Context: an optimization exercise on an open-source flow, tuned for small area and a short achievable clock period. The choices shown serve that exercise and are no tape-out recipe.
Power figures rest on the tool's default switching activity, not on a simulated workload.

==> inputs of run D <==
Design tia_core, start of the top module:
module tia_core (
    input wire logic clock,
    input wire logic rst,
    input wire logic execute,
    output logic halted,
    output logic channels_quiescent,
    input wire logic wb_cyc,
    input wire logic wb_stb,
    input wire logic wb_we,
    input wire logic [4:0] wb_adr,
    input wire logic [31:0] wb_dat_w,
    output logic [31:0] wb_dat_r,
    output logic wb_ack,
    input wire logic [1:0] in_valid,
    output logic [1:0] in_ready,
    input wire logic [3:0] in_tag,
    input wire logic [31:0] in_data,
    output logic [1:0] out_valid,
    input wire logic [1:0] out_ready,
    output logic [3:0] out_tag,
    output logic [31:0] out_data
);
    logic [7:0][63:0] slots;
    logic [3:0] preds;
    logic [3:0][15:0] regs;
    logic [1:0][17:0] in_heads;
    logic [1:0][1:0] in_head_tags;
    logic [1:0][15:0] in_head_data;
    logic [1:0] in_empty;
    logic [1:0] in_full;
    logic [1:0] out_empty;
    logic [1:0] out_full;
    logic [1:0][17:0] out_heads;
    logic [1:0] pop;
    logic [1:0] push;
    logic [17:0] push_packet;
    logic x_hazard;
    logic pred_we;
    logic [1:0] pred_idx;
    logic pred_val;
    logic [1:0] f_pop;
    logic [1:0] f_push;
    logic f_regwe;
    logic f_predwe;
    logic f_halt;
    logic [3:0] f_op;
    logic [1:0] f_st0, f_si0, f_st1, f_si1, f_di, f_oct;
    logic [15:0] f_imm;
    for (genvar c = 0; c < 2; c++) begin : g_in
        head_fifo u_fifo (
            .clock(clock), .rst(rst),
            .push(in_valid[c] && !in_full[c]),
            .push_packet({in_tag[2*c +: 2], in_data[16*c +: 16]}),
            .pop(pop[c]), .head(in_heads[c]), .empty(in_empty[c]), .full(in_full[c])
        );
        assign in_ready[c] = !in_full[c];
        assign in_head_tags[c] = in_heads[c][17:16];
        assign in_head_data[c] = in_heads[c][15:0];
    end
    for (genvar c = 0; c < 2; c++) begin : g_out
        channel_fifo u_fifo (
            .clock(clock), .rst(rst), .push(push[c]), .push_packet(push_packet),
            .pop(out_ready[c] && !out_empty[c]),
            .head(out_heads[c]), .empty(out_empty[c]), .full(out_full[c])
        );
        assign out_valid[c] = !out_empty[c];
  ...
clock: 6.0 ns
lec_check: 0
abc_clock_period_in_ps: 2000
cap_margin: 20
core_margin: 2
core_utilization: 40
setup_slack_margin: 3.0
slew_margin: 20
run.sh (not shown) runs the stock make flow with config.mk's settings and CLKGATE_MAP_FILE= SYNTH_SCRIPT=/design/flow/synth_recipe.tcl, a recipe that flattens the netlist after the stock synthesis.
==> inputs of run A, as changes to run D <==
Settings changed: ABC_CLOCK_PERIOD_IN_PS 2000 to 3000, SETUP_SLACK_MARGIN 3.0 to 4.0.
==> inputs of run Z, as changes to run D <==
Settings changed: ABC_CLOCK_PERIOD_IN_PS 2000 to 3000, SETUP_SLACK_MARGIN 3.0 to 1.5.
==> summary.txt <==
	run A	run Z	run D
Util after Layout	54.5%	46.7%	49.8%
Net switching power of the design	4.74 mW	4.38 mW	4.65 mW
Crit path launch	u_execute.regs[32]$_DFFE_PP_	u_execute.x_sa[5]$_DFF_P_	u_execute.x_imm[0]$_DFF_P_
Area of placed instances	48,100 µm²	47,500 µm²	47,400 µm²
Fraction of met2 tracks used by global routing	44.0%	39.6%	43.8%
Num CTS Buffers	102	102	103
Global-route usage over all layers	27.4%	24.6%	27.2%
Area growth from synthesis to layout	34.9%	15.7%	23.3%
Layout filler cell count	8,480	9,441	9,092
Total via count in the routed design	31.5k	28.7k	30.2k
Sum of met2 wire segment lengths after detailed routing	75.6 mm	65.8 mm	72.8 mm
Run status	complete, no violations	complete, no violations	complete, no violations
Portion of total power attributed to the clock network	35.9%	37.7%	36.5%
Total design power	17.7 mW	16.7 mW	17.3 mW
Global-route met3 utilization	5.85%	4.54%	6.23%
Leakage power summed over all cells	20.8 nW	17.2 nW	18.5 nW
Worst slack at placement	1500 ps	1550 ps	1360 ps
FMAX	265 MHz	225 MHz	262 MHz
Pwr per Cell Area	298 nW/µm²	328 nW/µm²	319 nW/µm²
Detail-routed net length per standard cell	31.9 µm	30.1 µm	32.3 µm
No functional check of the RTL was part of any run of this note.

* * *

==> trial 55 <==
tia_core, a different RTL version from the one above (not shown whole).
==> flow/design.v (excerpt) <==
module tia_core (
    input wire logic clock,
    input wire logic rst,
    input wire logic execute,
    output logic halted,
    output logic channels_quiescent,
    input wire logic wb_cyc,
    input wire logic wb_stb,
    input wire logic wb_we,
    input wire logic [4:0] wb_adr,
    input wire logic [31:0] wb_dat_w,
    output logic [31:0] wb_dat_r,
    output logic wb_ack,
    input wire logic [1:0] in_valid,
    output logic [1:0] in_ready,
    input wire logic [3:0] in_tag,
    input wire logic [31:0] in_data,
    output logic [1:0] out_valid,
    input wire logic [1:0] out_ready,
    output logic [3:0] out_tag,
    output logic [31:0] out_data
);
==> module integer_alu, before the edit <==
module integer_alu (
    input wire logic [3:0] op,
    input wire logic [15:0] a,
    input wire logic [15:0] b,
    output logic [15:0] result
);
    logic sub;
    logic [15:0] bx;
    logic [16:0] sum;
    logic [15:0] x;
    assign sub = (op == 4'd3) || (op == 4'd8);
    assign bx = b ^ {16{sub}};
    assign sum = {1'b0, a} + {1'b0, bx} + {16'd0, sub};
    assign x = a ^ b;
    always_comb begin
        case (op)
            4'd1: result = a;
            4'd2: result = sum[15:0];
            4'd3: result = sum[15:0];
            4'd4: result = a & b;
            4'd5: result = a | b;
            4'd6: result = x;
            4'd7: result = {15'd0, x == 16'd0};
            4'd8: result = {15'd0, !sum[16]};
            default: result = '0;
        endcase
    end
endmodule
==> module execute_stage, before the edit <==
module execute_stage (
    input wire logic clock,
    input wire logic rst,
    input wire logic [1:0] f_pop,
    input wire logic [1:0] f_push,
    input wire logic f_regwe,
    input wire logic f_predwe,
    input wire logic f_halt,
    input wire logic [3:0] f_op,
    input wire logic [1:0] f_st0,
    input wire logic [1:0] f_si0,
    input wire logic [1:0] f_st1,
    input wire logic [1:0] f_si1,
    input wire logic [1:0] f_di,
    input wire logic [1:0] f_oct,
    input wire logic [15:0] f_imm,
    input wire logic [1:0][15:0] in_data,
    output logic [1:0] pop,
    output logic [1:0] push,
    output logic [17:0] push_packet,
    output logic x_hazard,
    output logic pred_we,
    output logic [1:0] pred_idx,
    output logic pred_val,
    output logic [3:0][15:0] regs,
    output logic halted
);
    logic x_regwe;
    logic x_halt;
    logic [3:0] x_op;
    logic [1:0] x_st0, x_si0, x_st1, x_si1, x_di, x_oct;
    logic [15:0] x_imm;
    logic [15:0] operand_a;
    logic [15:0] operand_b;
    logic [15:0] result;
    logic [15:0] rdata;
    always_ff @(posedge clock) begin
        pop <= f_pop;
        push <= f_push;
        x_regwe <= f_regwe;
        pred_we <= f_predwe;
        x_halt <= f_halt;
        x_op <= f_op;
        x_st0 <= f_st0;
        x_si0 <= f_si0;
        x_st1 <= f_st1;
        x_si1 <= f_si1;
        x_di <= f_di;
        x_oct <= f_oct;
        x_imm <= f_imm;
    end
    assign x_hazard = pred_we || x_halt;
    always_comb begin
        case (x_st0)
            2'd0: operand_a = x_imm;
            2'd1: operand_a = regs[x_si0];
            2'd2: operand_a = in_data[x_si0[0]];
            default: operand_a = '0;
        endcase
        case (x_st1)
            2'd0: operand_b = x_imm;
            2'd1: operand_b = regs[x_si1];
            2'd2: operand_b = in_data[x_si1[0]];
            default: operand_b = '0;
        endcase
    end
    integer_alu u_alu (.op(x_op), .a(operand_a), .b(operand_b), .result(result));
    assign pred_idx = x_di;
    assign pred_val = result[0];
    assign push_packet = {x_oct, result};
    assign rdata = result & {16{!rst}};
    for (genvar r = 0; r < 4; r++) begin : g_reg
        always_ff @(posedge clock) begin
            if (rst || (x_regwe && x_di == r)) begin
                regs[r] <= rdata;
            end
        end
    end
    always_ff @(posedge clock) begin
        if (rst) begin
            halted <= 1'b0;
        end else if (x_halt) begin
            halted <= 1'b1;
        end
    end
endmodule
clock: 6.0 ns
lec_check: 0
abc_clock_period_in_ps: 3000
cap_margin: 20
core_margin: 2
core_utilization: 40
setup_slack_margin: 2.5
slew_margin: 20
==> inputs of trial 8, as changes to trial 55 <==
--- a/flow/design.v
+++ b/flow/design.v
@@ -340,34 +340,32 @@
 `default_nettype wire
 `default_nettype none
 module integer_alu (
     input wire logic [3:0] op,
     input wire logic [15:0] a,
     input wire logic [15:0] b,
     output logic [15:0] result
 );
-    logic sub;
-    logic [15:0] bx;
-    logic [16:0] sum;
+    logic [15:0] sum;
+    logic [16:0] diff;
     logic [15:0] x;
-    assign sub = (op == 4'd3) || (op == 4'd8);
-    assign bx = b ^ {16{sub}};
-    assign sum = {1'b0, a} + {1'b0, bx} + {16'd0, sub};
+    assign sum = a + b;
+    assign diff = {1'b0, a} + {1'b0, ~b} + 17'd1;
     assign x = a ^ b;
     always_comb begin
         case (op)
             4'd1: result = a;
-            4'd2: result = sum[15:0];
-            4'd3: result = sum[15:0];
+            4'd2: result = sum;
+            4'd3: result = diff[15:0];
             4'd4: result = a & b;
             4'd5: result = a | b;
             4'd6: result = x;
             4'd7: result = {15'd0, x == 16'd0};
-            4'd8: result = {15'd0, !sum[16]};
+            4'd8: result = {15'd0, !diff[16]};
             default: result = '0;
         endcase
     end
 endmodule
 `default_nettype wire
 `default_nettype none
 module execute_stage (
     input wire logic clock,
@@ -394,52 +392,61 @@
     output logic [1:0] pred_idx,
     output logic pred_val,
     output logic [3:0][15:0] regs,
     output logic halted
 );
     logic x_regwe;
     logic x_halt;
     logic [3:0] x_op;
-    logic [1:0] x_st0, x_si0, x_st1, x_si1, x_di, x_oct;
+    logic [1:0] x_di, x_oct;
+    logic [6:0] x_sa;
+    logic [6:0] x_sb;
+    logic [6:0] f_sa;
+    logic [6:0] f_sb;
     logic [15:0] x_imm;
     logic [15:0] operand_a;
     logic [15:0] operand_b;
     logic [15:0] result;
     logic [15:0] rdata;
     always_ff @(posedge clock) begin
         pop <= f_pop;
         push <= f_push;
         x_regwe <= f_regwe;
         pred_we <= f_predwe;
         x_halt <= f_halt;
         x_op <= f_op;
-        x_st0 <= f_st0;
-        x_si0 <= f_si0;
-        x_st1 <= f_st1;
-        x_si1 <= f_si1;
+        x_sa <= f_sa;
+        x_sb <= f_sb;
         x_di <= f_di;
         x_oct <= f_oct;
         x_imm <= f_imm;
     end
     assign x_hazard = pred_we || x_halt;
-    always_comb begin
-        case (x_st0)
-            2'd0: operand_a = x_imm;
-            2'd1: operand_a = regs[x_si0];
-            2'd2: operand_a = in_data[x_si0[0]];
-            default: operand_a = '0;
-        endcase
-        case (x_st1)
-            2'd0: operand_b = x_imm;
-            2'd1: operand_b = regs[x_si1];
-            2'd2: operand_b = in_data[x_si1[0]];
-            default: operand_b = '0;
-        endcase
-    end
+    function automatic logic [6:0] src_decode(input logic [1:0] st, input logic [1:0] si);
+        src_decode[0] = (st == 2'd0);
+        src_decode[1] = (st == 2'd1) && (si == 2'd0);
+        src_decode[2] = (st == 2'd1) && (si == 2'd1);
+        src_decode[3] = (st == 2'd1) && (si == 2'd2);
+        src_decode[4] = (st == 2'd1) && (si == 2'd3);
+        src_decode[5] = (st == 2'd2) && !si[0];
+        src_decode[6] = (st == 2'd2) && si[0];
+    endfunction
+    assign f_sa = src_decode(f_st0, f_si0);
+    assign f_sb = src_decode(f_st1, f_si1);
+    function automatic logic [15:0] src_mux(input logic [6:0] sel, input logic [15:0] imm,
+                                            input logic [3:0][15:0] r,
+                                            input logic [1:0][15:0] ch);
+        src_mux = ({16{sel[0]}} & imm)
+            | ({16{sel[1]}} & r[0]) | ({16{sel[2]}} & r[1])
+            | ({16{sel[3]}} & r[2]) | ({16{sel[4]}} & r[3])
+            | ({16{sel[5]}} & ch[0]) | ({16{sel[6]}} & ch[1]);
+    endfunction
+    assign operand_a = src_mux(x_sa, x_imm, regs, in_data);
+    assign operand_b = src_mux(x_sb, x_imm, regs, in_data);
     integer_alu u_alu (.op(x_op), .a(operand_a), .b(operand_b), .result(result));
     assign pred_idx = x_di;
     assign pred_val = result[0];
     assign push_packet = {x_oct, result};
     assign rdata = result & {16{!rst}};
     for (genvar r = 0; r < 4; r++) begin : g_reg
         always_ff @(posedge clock) begin
             if (rst || (x_regwe && x_di == r)) begin
==> inputs of build 19, as changes to trial 55 <==
--- a/flow/design.v
+++ b/flow/design.v
@@ -75,21 +75,19 @@
     output logic [17:0] head,
     output logic empty,
     output logic full
 );
     logic [3:0][17:0] mem;
     logic [1:0] rd_ptr;
     logic [1:0] wr_ptr;
     assign head = mem[rd_ptr];
-    for (genvar i = 0; i < 4; i++) begin : g_entry
-        always_ff @(posedge clock) begin
-            if (push && wr_ptr == i) begin
-                mem[i] <= push_packet;
-            end
+    always_ff @(posedge clock) begin
+        if (push) begin
+            mem[wr_ptr] <= push_packet;
         end
     end
     always_ff @(posedge clock) begin
         if (rst) begin
             rd_ptr <= '0;
             wr_ptr <= '0;
             empty <= 1'b1;
             full <= 1'b0;
@@ -107,74 +105,16 @@
                 full <= 1'b0;
                 empty <= (rd_ptr + 2'd1 == wr_ptr);
             end
         end
     end
 endmodule
 `default_nettype wire
 `default_nettype none
-module head_fifo (
-    input wire logic clock,
-    input wire logic rst,
-    input wire logic push,
-    input wire logic [17:0] push_packet,
-    input wire logic pop,
-    output logic [17:0] head,
-    output logic empty,
-    output logic full
-);
-    logic [2:0][17:0] mem;
-    logic [1:0] rd_ptr;
-    logic [1:0] wr_ptr;
-    logic [1:0] stored;
-    logic store;
-    logic take;
-    logic load_head;
-    logic [1:0] stored_next;
-    logic empty_next;
-    assign store = push && !empty && !(pop && stored == 2'd0);
-    assign take = pop && stored != 2'd0;
-    assign load_head = pop || (push && empty);
-    for (genvar i = 0; i < 3; i++) begin : g_entry
-        always_ff @(posedge clock) begin
-            if (store && wr_ptr == i) begin
-                mem[i] <= push_packet;
-            end
-        end
-    end
-    always_ff @(posedge clock) begin
-        if (load_head) begin
-            head <= (stored == 2'd0) ? push_packet : mem[rd_ptr];
-        end
-    end
-    assign stored_next = stored + {1'b0, store} - {1'b0, take};
-    assign empty_next = empty ? !push : (pop && !push && stored == 2'd0);
-    always_ff @(posedge clock) begin
-        if (rst) begin
-            rd_ptr <= '0;
-            wr_ptr <= '0;
-            stored <= '0;
-            empty <= 1'b1;
-            full <= 1'b0;
-        end else begin
-            if (store) begin
-                wr_ptr <= (wr_ptr == 2'd2) ? 2'd0 : wr_ptr + 2'd1;
-            end
-            if (take) begin
-                rd_ptr <= (rd_ptr == 2'd2) ? 2'd0 : rd_ptr + 2'd1;
-            end
-            stored <= stored_next;
-            empty <= empty_next;
-            full <= !empty_next && stored_next == 2'd3;
-        end
-    end
-endmodule
-`default_nettype wire
-`default_nettype none
 module host_port (
     input wire logic clock,
     input wire logic rst,
     input wire logic wb_cyc,
     input wire logic wb_stb,
     input wire logic wb_we,
     input wire logic [4:0] wb_adr,
     input wire logic [31:0] wb_dat_w,
@@ -254,16 +194,17 @@
     output logic [1:0] f_oct,
     output logic [15:0] f_imm,
     output logic [3:0] preds
 );
     localparam int FW = 47;
     logic [1:0] eff_empty;
     logic [1:0] eff_full;
     logic [7:0] qual;
+    logic [7:0] sel;
     logic [7:0][FW-1:0] fld;
     logic [FW-1:0] m;
     logic go;
     logic [1:0] m_pop;
     logic m_out0, m_out1, m_reg, m_pred, m_halt;
     logic [3:0] m_pus, m_puc;
     assign eff_empty = in_empty | x_pop;
     assign eff_full = out_full | x_push;
@@ -295,36 +236,33 @@
                          dt == 2'd2 && di == 2'd0,
                          dt == 2'd2 && di == 2'd1,
                          dt == 2'd1,
                          dt == 2'd3,
                          op == 4'd9,
                          pus, puc, op,
                          slots[s][44:37], di, slots[s][32:31], slots[s][20:5]};
     end
-    logic [3:0] a1;
-    logic [3:0][FW-1:0] m1;
-    logic [1:0] a2;
-    logic [1:0][FW-1:0] m2;
-    logic any;
     always_comb begin
-        for (int p = 0; p < 4; p++) begin
-            a1[p] = qual[2*p] || qual[2*p+1];
-            m1[p] = qual[2*p] ? fld[2*p] : fld[2*p+1];
+        for (int s = 0; s < 8; s++) begin
+            sel[s] = qual[s];
+            for (int t = 0; t < s; t++) begin
+                if (qual[t]) sel[s] = 1'b0;
+            end
         end
-        for (int k = 0; k < 2; k++) begin
-            a2[k] = a1[2*k] || a1[2*k+1];
-            m2[k] = a1[2*k] ? m1[2*k] : m1[2*k+1];
+    end
+    always_comb begin
+        m = '0;
+        for (int s = 0; s < 8; s++) begin
+            m = m | ({FW{sel[s]}} & fld[s]);
         end
-        any = a2[0] || a2[1];
-        m = a2[0] ? m2[0] : m2[1];
     end
     assign {m_pop, m_out0, m_out1, m_reg, m_pred, m_halt, m_pus, m_puc,
             f_op, f_st0, f_si0, f_st1, f_si1, f_di, f_oct, f_imm} = m;
-    assign go = execute && !halted && !x_hazard && !rst && any;
+    assign go = execute && !halted && !x_hazard && !rst;
     assign f_pop = m_pop & {2{go}};
     assign f_push = {m_out1, m_out0} & {2{go}};
     assign f_regwe = m_reg && go;
     assign f_predwe = m_pred && go;
     assign f_halt = m_halt && go;
     always_ff @(posedge clock) begin
         for (int i = 0; i < 4; i++) begin
             if (rst) begin
@@ -501,17 +439,17 @@
     logic [1:0] f_push;
     logic f_regwe;
     logic f_predwe;
     logic f_halt;
     logic [3:0] f_op;
     logic [1:0] f_st0, f_si0, f_st1, f_si1, f_di, f_oct;
     logic [15:0] f_imm;
     for (genvar c = 0; c < 2; c++) begin : g_in
-        head_fifo u_fifo (
+        channel_fifo u_fifo (
             .clock(clock), .rst(rst),
             .push(in_valid[c] && !in_full[c]),
             .push_packet({in_tag[2*c +: 2], in_data[16*c +: 16]}),
             .pop(pop[c]), .head(in_heads[c]), .empty(in_empty[c]), .full(in_full[c])
         );
         assign in_ready[c] = !in_full[c];
         assign in_head_tags[c] = in_heads[c][17:16];
         assign in_head_data[c] = in_heads[c][15:0];
==> flow/config.mk (replaced) <==
export PLATFORM = sky130hd
export DESIGN_NAME = tia_core
export DESIGN_NICKNAME = tia_core
export VERILOG_FILES = /design/flow/design.v
export SDC_FILE = /design/flow/constraint.sdc
export NUM_CORES = 4
export LEC_CHECK = 0
export CAP_MARGIN = 20
export CORE_MARGIN = 2
export CORE_UTILIZATION = 40
export SLEW_MARGIN = 20
==> metrics.cfg <==
[final_layout]
utilization=0.4818

[outcome]
status=complete, no violations

[logic_synthesis]
syn-cell-area_um2=44090

[power_and_ir_drop]
p_comb_frac=0.145
switching_share=0.2547

[routing]
routed_wirelength_um=137800
dr.first_iter.drc_count=3370

[clocking]
cts_sinks=969

# the run above: trial 55

==> metrics.cfg <==
[outcome]
status=complete, no violations

[power_and_ir_drop]
powerDensity_nw_per_um2=328.1
p_comb_frac=0.148
switching_share=0.2639

[routing]
wl_met3_um=14180
wl_per_cell_um=31.09
dr.first_iter.drc_count=4500

[clocking]
cts_sinks=975

[final_layout]
multi_input_cells=1713
n_all_inverters=96
utilization=0.4828

[logic_synthesis]
syn-cell-area_um2=44020

[grt]
grt_pass1_vias=29220

# the run above: trial 8

==> metrics.cfg <==
[power_and_ir_drop]
p_comb_frac=0.124
switching_share=0.2606
powerDensity_nw_per_um2=291.8

[logic_synthesis]
syn-cell-area_um2=49810
ys_async_sr_fraction=0

[final_layout]
layout-drive-gt1-share=0.1659
multi_input_area_share=0.3540
layout_common_cells=edfxtp_1 (864), mux4_2 (282), inv_1 (216), nor2_1 (216), nand2_1 (180)

[die]
nWellTaps=1637

[critical_path]
critPathMaxFanout=20
worst-path-stages=15

[routing]
routed_wirelength_um=162500

[grt]
overflow=0

[clocking]
cts_sinks=965

[outcome]
status=complete, no violations

# the run above: build 19

Function was not checked in any run of this note: the RTL went through the layout flow alone.

[what the ideal ports hide]
In the flow no input, the clock included, has a driving cell. The finished layouts below were timed again as built, in two steps. Step 1: set_driving_cell puts a clkbuf_16 on clock and a buf_2 on each other input, an assumption about the parent block. Step 2 also shifts input and output timing later by t, the mid clock arrival at the registers, as if the neighbouring blocks saw the same clock. Slacks: ideal / step 1 / step 2; pairs: ideal / step 1.
run	t, ns	setup WS [ns]	worst setup path at the end	pins driven straight from the clock port
run D	0.760	2.177 / 2.177 / 1.872	input to register	1
run A	0.765	2.231 / 2.231 / 2.082	input to register	1
run Z	0.768	1.553 / 1.553 / 1.512	input to register	1
trial 55	0.754	2.125 / 2.125 / 1.859	input to register	1
trial 8	0.762	2.121 / 2.121 / 1.823	input to register	1
build 19	0.768	0.675 / 0.675 / 0.675	register to register	1
After both steps every run listed still meets setup and hold. For run D, which loses most, drivers alone change the setup slack by 0.000 ns; drivers and shift together by -0.305 ns.
